Source: an optimization exercise on an open RTL-to-GDS flow (aim: small area). Production flows keep margins and buffers that such runs may drop.
In this exercise RTL edits were held to simulation tests only and were not proved equivalent to the original.

// pdm_capture_pipeline
module pdm_capture_pipeline #(
  parameter int CHANNELS   = 4,
  parameter int CIC_ORDER  = 3,
  parameter int CIC_DELAY  = 1,
  parameter int ACC_WIDTH  = 32,
  parameter int PCM_WIDTH  = 16,
  parameter int FIFO_DEPTH = 8,
  localparam int CH_W  = (CHANNELS > 1) ? $clog2(CHANNELS) : 1,
  localparam int CNT_W = $clog2(FIFO_DEPTH) + 1
) (
  input  logic                 clk_i,
  input  logic                 rst_n_i,
  input  logic                 clk_en_i,
  input  logic                 pdm_i,
  input  logic                 pdm_valid_i,
  input  logic [CH_W-1:0]      pdm_channel_i,
  input  logic [6:0]           decimation_i,
  input  logic [4:0]           norm_shift_i,
  input  logic [15:0]          gain_i,
  output logic [PCM_WIDTH-1:0] pcm_o,
  output logic [CH_W-1:0]      pcm_channel_o,
  output logic                 pcm_valid_o,
  input  logic                 pcm_ready_i,
  output logic [CNT_W-1:0]     fifo_count_o,
  output logic                 overflow_o,
  input  logic                 clear_overflow_i
);
Size: roughly 2200 cells after synthesis, roughly 520 flip-flops, ~29000 µm² of cells after synthesis.
export LEC_CHECK = 0
export ABC_AREA = 1
export CAP_MARGIN = 20
export CORE_MARGIN = 2
export CORE_UTILIZATION = 50
export CTS_BUF_LIST = sky130_fd_sc_hd__clkbuf_8
export CTS_CLUSTER_DIAMETER = 60
export CTS_CLUSTER_SIZE = 16
export GPL_ROUTABILITY_DRIVEN = 0
export PLACE_DENSITY = 0.75
export SLEW_MARGIN = 20
export SYNTH_HIERARCHICAL = 1
export SYNTH_MINIMUM_KEEP_SIZE = 0
create_clock -name core_clock -period 11.0 [get_ports {clk_i}]
standard.sh (not shown) runs the stock make flow with config.mk's settings and CLKGATE_MAP_FILE= SYNTH_SCRIPT=/design/flow/synth_recipe.tcl, a recipe that flattens the netlist after the stock synthesis.
==> flow/flow/run.sh <==
#!/bin/bash
# The standard layout (standard.sh: the standard synthesis, then ORFS to finish) with three
# changes:
#  - Yosys's ABC technology mapping uses flow/abc_area.script (area-oriented &nf mapping, with
#    no buffering or sizing: the layout's repair steps size and buffer the netlist); the
#    ORFS scripts are copied to scripts_area/ with only that file replaced;
#  - the port buffers that global placement inserts are the smallest buffer cell;
#  - clock tree synthesis inserts no dummy loads.
# Each make run's full output goes to its own log here; ORFS keeps each step's log under
# orfs/logs/.
set -euo pipefail
rm -rf scripts_area
cp -r "$FLOW_HOME/scripts" scripts_area
cp flow/abc_area.script scripts_area/abc_area.script
export BUFFER_PORTS_ARGS="-buffer_cell sky130_fd_sc_hd__buf_1"
export CTS_ARGS="-sink_clustering_enable -repair_clock_nets -sink_clustering_size 16 -sink_clustering_max_diameter 60 -buf_list sky130_fd_sc_hd__clkbuf_8 -dont_use_dummy_load"
bash standard.sh SCRIPTS_DIR="$PWD/scripts_area" synth > flow_synth.log 2>&1
bash standard.sh finish > flow_make.log 2>&1
==> flow/flow/abc_area.script <==
strash
&get -n
&st
&dch
&nf -R 200
&put
topo
stime -c
The baseline completed with no timing, DRC or antenna violations.
Next try:
--- a/flow/flow/run.sh
+++ b/flow/flow/run.sh
@@ -14,5 +14,5 @@
 cp flow/abc_area.script scripts_area/abc_area.script
 export BUFFER_PORTS_ARGS="-buffer_cell sky130_fd_sc_hd__buf_1"
-export CTS_ARGS="-sink_clustering_enable -repair_clock_nets -sink_clustering_size 16 -sink_clustering_max_diameter 60 -buf_list sky130_fd_sc_hd__clkbuf_8 -dont_use_dummy_load"
+export CTS_ARGS="-sink_clustering_enable -repair_clock_nets -sink_clustering_size 12 -sink_clustering_max_diameter 50 -buf_list {sky130_fd_sc_hd__clkbuf_4 sky130_fd_sc_hd__clkbuf_8} -dont_use_dummy_load"
 bash standard.sh SCRIPTS_DIR="$PWD/scripts_area" synth > flow_synth.log 2>&1
 bash standard.sh finish > flow_make.log 2>&1
Settings changed: CORE_UTILIZATION 50 to 40, GPL_ROUTABILITY_DRIVEN 0 to not set.
Synthesized cell count is unchanged.
Cell count increases by 6.8%.
Setup slack is better by 0.030 ns.
Die area is higher by 25%.
First-iteration DRC count went down by 5.0%.
Worst hold slack gains 0.018 ns.
Routed wire length went up by 2.5%.
Final area came out higher by 1.5%.
Next try:
--- a/flow/flow/run.sh
+++ b/flow/flow/run.sh
@@ -14,5 +14,5 @@
 cp flow/abc_area.script scripts_area/abc_area.script
 export BUFFER_PORTS_ARGS="-buffer_cell sky130_fd_sc_hd__buf_1"
-export CTS_ARGS="-sink_clustering_enable -repair_clock_nets -sink_clustering_size 12 -sink_clustering_max_diameter 50 -buf_list {sky130_fd_sc_hd__clkbuf_4 sky130_fd_sc_hd__clkbuf_8} -dont_use_dummy_load"
+export CTS_ARGS="-sink_clustering_enable -repair_clock_nets -sink_clustering_size 10 -sink_clustering_max_diameter 40 -buf_list sky130_fd_sc_hd__clkbuf_4 -dont_use_dummy_load"
 bash standard.sh SCRIPTS_DIR="$PWD/scripts_area" synth > flow_synth.log 2>&1
 bash standard.sh finish > flow_make.log 2>&1
After rerunning: Critical path depth decreases by 2; final area is lower by 0.80%; count of clock-buffer cells in the layout went up by 16; sequential share of layout area is higher by 0.37 points.
Next try:
Settings changed: GPL_TIMING_DRIVEN set to 0.
=>
- register-to-register slack improves by 0.05 ns
- utilization hardly moves
- final cell count drops by 0.69%
- worst hold slack improved by 0.0036 ns
- die area does not change
Next try:
--- a/flow/flow/run.sh
+++ b/flow/flow/run.sh
@@ -14,5 +14,5 @@
 cp flow/abc_area.script scripts_area/abc_area.script
 export BUFFER_PORTS_ARGS="-buffer_cell sky130_fd_sc_hd__buf_1"
-export CTS_ARGS="-sink_clustering_enable -repair_clock_nets -sink_clustering_size 10 -sink_clustering_max_diameter 40 -buf_list sky130_fd_sc_hd__clkbuf_4 -dont_use_dummy_load"
+export CTS_ARGS="-sink_clustering_enable -repair_clock_nets -sink_clustering_size 16 -sink_clustering_max_diameter 60 -buf_list sky130_fd_sc_hd__clkbuf_8 -dont_use_dummy_load"
 bash standard.sh SCRIPTS_DIR="$PWD/scripts_area" synth > flow_synth.log 2>&1
 bash standard.sh finish > flow_make.log 2>&1
Settings changed: GPL_TIMING_DRIVEN 0 to not set.
Outcome:
- global-route usage barely changes
- wire length grows by 1.3%
- design area barely changes
- maximum frequency decreases by about 0.5%

[afterwards: timing with drivers on the ports]
No port has a modelled driver above. Below, the same layouts with a new extraction and two added sets of constraints.
Step 1 sets driving cells, clkbuf_16 on the clock port and buf_2 on the other inputs (assumed; they add their load-dependent delay and slew).
Step 2 moves the port delays by t, midway between the first and last clock arrival at a register: inputs arrive t later, outputs are due t later. That takes back most of the time a late clock gives input paths.
Three values: ideal, step 1, step 2; two values: the first two.
run	shift t [ns]	slack for setup (ns)	hold slack, ns	worst data-port slew with drivers (ns)
the first run	0.642	0.323 / 0.323 / 0.323	0.277 / 0.277 / 0.277	0.12
the second run	0.701	0.353 / 0.353 / 0.353	0.294 / 0.294 / 0.294	0.14
the third run	0.834	0.345 / 0.345 / 0.345	0.332 / 0.332 / 0.332	0.13
the fourth run	0.795	0.395 / 0.395 / 0.393	0.336 / 0.336 / 0.336	0.14
the fifth run	0.651	0.338 / 0.338 / 0.338	0.335 / 0.335 / 0.335	0.15
After both steps setup and hold are still met in every run listed. For the fourth run, which loses most, drivers alone change the setup slack by 0.000 ns; drivers and shift together by -0.002 ns.
